Context: an optimization exercise on an open-source flow, tuned for small area and a short achievable clock period. The choices shown serve that exercise and are no tape-out recipe. In this exercise RTL edits were held to simulation tests only and were not proved equivalent to the original. No activity file was given, so power comes from the tool's default toggle rates.

Setup of build 75:
Design retire_stage, start of the top module:
module retire_stage (
    input  wire logic clk_i,
    input  wire logic rst_ni,
    input  wire logic issue_valid_i,
    output logic      issue_ready_o,
    output logic      issue_id_valid_o,
    output rob_pkg::rob_id_t   issue_id_o,
    input  wire logic issue_id_ready_i,
    input  wire logic [4-1:0]             retire_valid_i,
    input  wire logic [4*3-1:0]   retire_id_i,
    input  wire logic [4*16-1:0] retire_data_i,
    output logic      commit_valid_o,
    output rob_pkg::rob_id_t   commit_id_o,
    output rob_pkg::rob_data_t commit_data_o,
    input  wire logic commit_ready_i
);
    rob_pkg::rob_id_t   last_id_q;    
    rob_pkg::rob_id_t   prev_head_q;  
    rob_pkg::rob_id_t   head_id;
    rob_pkg::rob_id_t   last_id_inc;
    logic               full_d;
    logic               not_full_q;    
    logic               issue_busy_q;  
    logic               issue_valid_d;
    logic               issue_valid_q;
    logic               issue_in_ready;
    logic               alloc;
    logic               commit_valid_q;
    logic               commit_in_ready;
  ...
clock: 4.5 ns
lec_check: 0
cap_margin: 20
core_margin: 2
core_utilization: 30
cts_buf_list: sky130_fd_sc_hd__clkbuf_2 sky130_fd_sc_hd__clkbuf_4 sky130_fd_sc_hd__clkbuf_8
place_density: 0.45
setup_slack_margin: 2.6
slew_margin: 20
synth_hierarchical: 1
standard.sh (not shown) runs the stock make flow with config.mk's settings and CLKGATE_MAP_FILE= SYNTH_SCRIPT=/design/flow/synth_recipe.tcl, a recipe that flattens the netlist after the stock synthesis.
==> flow/flow/run.sh <==
#!/bin/bash
# Layout flow: the standard flow (standard.sh) with three changes
#  - logic is mapped by ABC with an area-oriented script (flow/abc_area.script);
#    flip-flops are mapped before ABC, so the registers are the standard ones
#  - the port buffers are plain buf_1 cells
#  - clock tree synthesis adds no dummy load cells
# Each tool's output goes to the log files ORFS writes under orfs/logs, and
# the whole run's output to flow_run.log here.
set -euo pipefail
here=$(pwd)
{
  printf 'proc abc {args} {\n'
  printf '  set i [lsearch $args -script]\n'
  printf '  if {$i >= 0} { lset args [expr {$i + 1}] %s }\n' "$here/flow/abc_area.script"
  printf '  yosys abc {*}$args\n'
  printf '}\n'
  cat "$here/synth_recipe.tcl"
} > "$here/own_synth.tcl"
sed "s|SYNTH_SCRIPT=[^ ]*|SYNTH_SCRIPT=$here/own_synth.tcl|" standard.sh > own_standard.sh
grep -q "SYNTH_SCRIPT=$here/own_synth.tcl" own_standard.sh
export BUFFER_PORTS_ARGS="-buffer_cell sky130_fd_sc_hd__buf_1"
export CTS_ARGS="-sink_clustering_enable -repair_clock_nets -dont_use_dummy_load -buf_list {sky130_fd_sc_hd__clkbuf_2 sky130_fd_sc_hd__clkbuf_4 sky130_fd_sc_hd__clkbuf_8}"
bash own_standard.sh finish > flow_run.log 2>&1
==> flow/flow/abc_area.script <==
&get -n
&st
&dch
&nf -a
&put
### build 75 -> build 61
- SETUP_SLACK_MARGIN changed from 2.6 to 2.3
Notes after the runs:
Build 75 finished every stage and its layout cleared the timing, design-rule and antenna checks.
Build 61 finished every step from synthesis to the final layout, and the layout passed the timing, design-rule and antenna checks.
Build 61 vs build 75: cell leakage power down in build 61
Clock-pin transition on the worst setup and hold timing paths essentially unchanged between build 61 and build 75.
Per the comparison of build 61 with build 75, multi-input gate area in the final layout now smaller, count of nets after finishing went down about 1%, data required time of the worst path higher.
Relative to build 75, final worst slack has decreased by 0.045 ns in build 61.
Total power delta (build 61 − build 75): favourable
Filler cell count | build 61 above build 75
Origin of the worst setup path: retire_valid_i[1] -> build 61, prev_head_q[0] -> build 75
Via count: lower on build 61
As of build 61, number of instances in the placed design had risen slightly compared to build 75.
Across both runs, final weighted congestion in routability-driven placement was lower for build 61 than for build 75.
### build 61 -> build 50
- SETUP_SLACK_MARGIN changed from 2.3 to 2.4
Notes after the runs:
- Build 50 went all the way through the flow, and no timing, DRC or antenna check failed.
- Compared with build 61, build 50 is hungrier on power.
- Build 50 ended up with a higher combinational power share than build 61 did.
- Between build 50 and build 61, the difference in clock share of power is negligible.
- Total of fill cells in the finished design of build 50 is on par with build 61.
- Build 50 vs build 61 on share of the clock period used by the worst path after layout: build 50 is the lower one.
- Comparing total met3 wirelength after detailed routing for build 50 and build 61, the bigger number came from build 61.
- Comparing build 61 against build 50, there is no change at all in number of buffers inserted for hold repair after clock tree synthesis.
- Comparing build 61 against build 50, there is no change at all in number of cells produced by synthesis.
- In build 50 the count of cell instances traversed by the critical path turned out 4 higher than in build 61.
> inputs changed (build 50 -> build 8)
- changing SETUP_SLACK_MARGIN from 2.4 to 2.35
diff --git a/flow/flow/run.sh b/flow/flow/run.sh
--- a/flow/flow/run.sh
+++ b/flow/flow/run.sh
@@ -2 +2 @@
-# Layout flow: the standard flow (standard.sh) with three changes
+# Layout flow: the standard flow (standard.sh) with two changes
## What came out
Build 8 against build 50; peak supply drop is down by a few percent. Final routed wire length divided by cell count: build 50 vs build 8, no meaningful difference. Summary of build 8 over build 50: count of non-filler cells in the finished layout was more or less identical, net switching share of the total power shows no meaningful change, proportion of power drawn by the clock network comparable, via count comparable. | final worst-path cycle share | build 8 vs build 50 | 1.0 points higher |. In terms of number of global-route vias before repair, build 8 and build 50 differ only marginally.

==> static timing again, ports no longer ideal <==
No port has a modelled driver above. Below, the same layouts with a new extraction and two added sets of constraints. Step 1 (the two cells are an assumption about what drives the block):
set clk [get_ports {clk_i}]
set_driving_cell -lib_cell sky130_fd_sc_hd__clkbuf_16 $clk
set_driving_cell -lib_cell sky130_fd_sc_hd__buf_2 [delete_from_list [all_inputs] $clk]
Step 2 moves the port delays by t, midway between the first and last clock arrival at a register: inputs arrive t later, outputs are due t later. That takes back most of the time a late clock gives input paths. Three values: ideal, step 1, step 2; two values: the first two.
run	shift t [ns]	setup slack, ns	worst hold slack (ns)	worst setup path after step 2	worst register clock-pin slew, ns
build 75	0.490	2.330 / 2.330 / 2.121	0.483 / 0.483 / 0.483	input to register	0.10 / 0.10
build 61	0.493	2.285 / 2.308 / 1.815	0.471 / 0.471 / 0.471	input to register	0.09 / 0.09
build 50	0.490	2.361 / 2.347 / 1.928	0.470 / 0.470 / 0.470	input to register	0.10 / 0.10
build 8	0.493	2.314 / 2.336 / 1.846	0.473 / 0.473 / 0.473	input to register	0.10 / 0.10
After both steps every run listed still meets setup and hold. The setup slack of build 61, which loses most, moves by +0.023 ns with the drivers and by -0.470 ns with both steps.
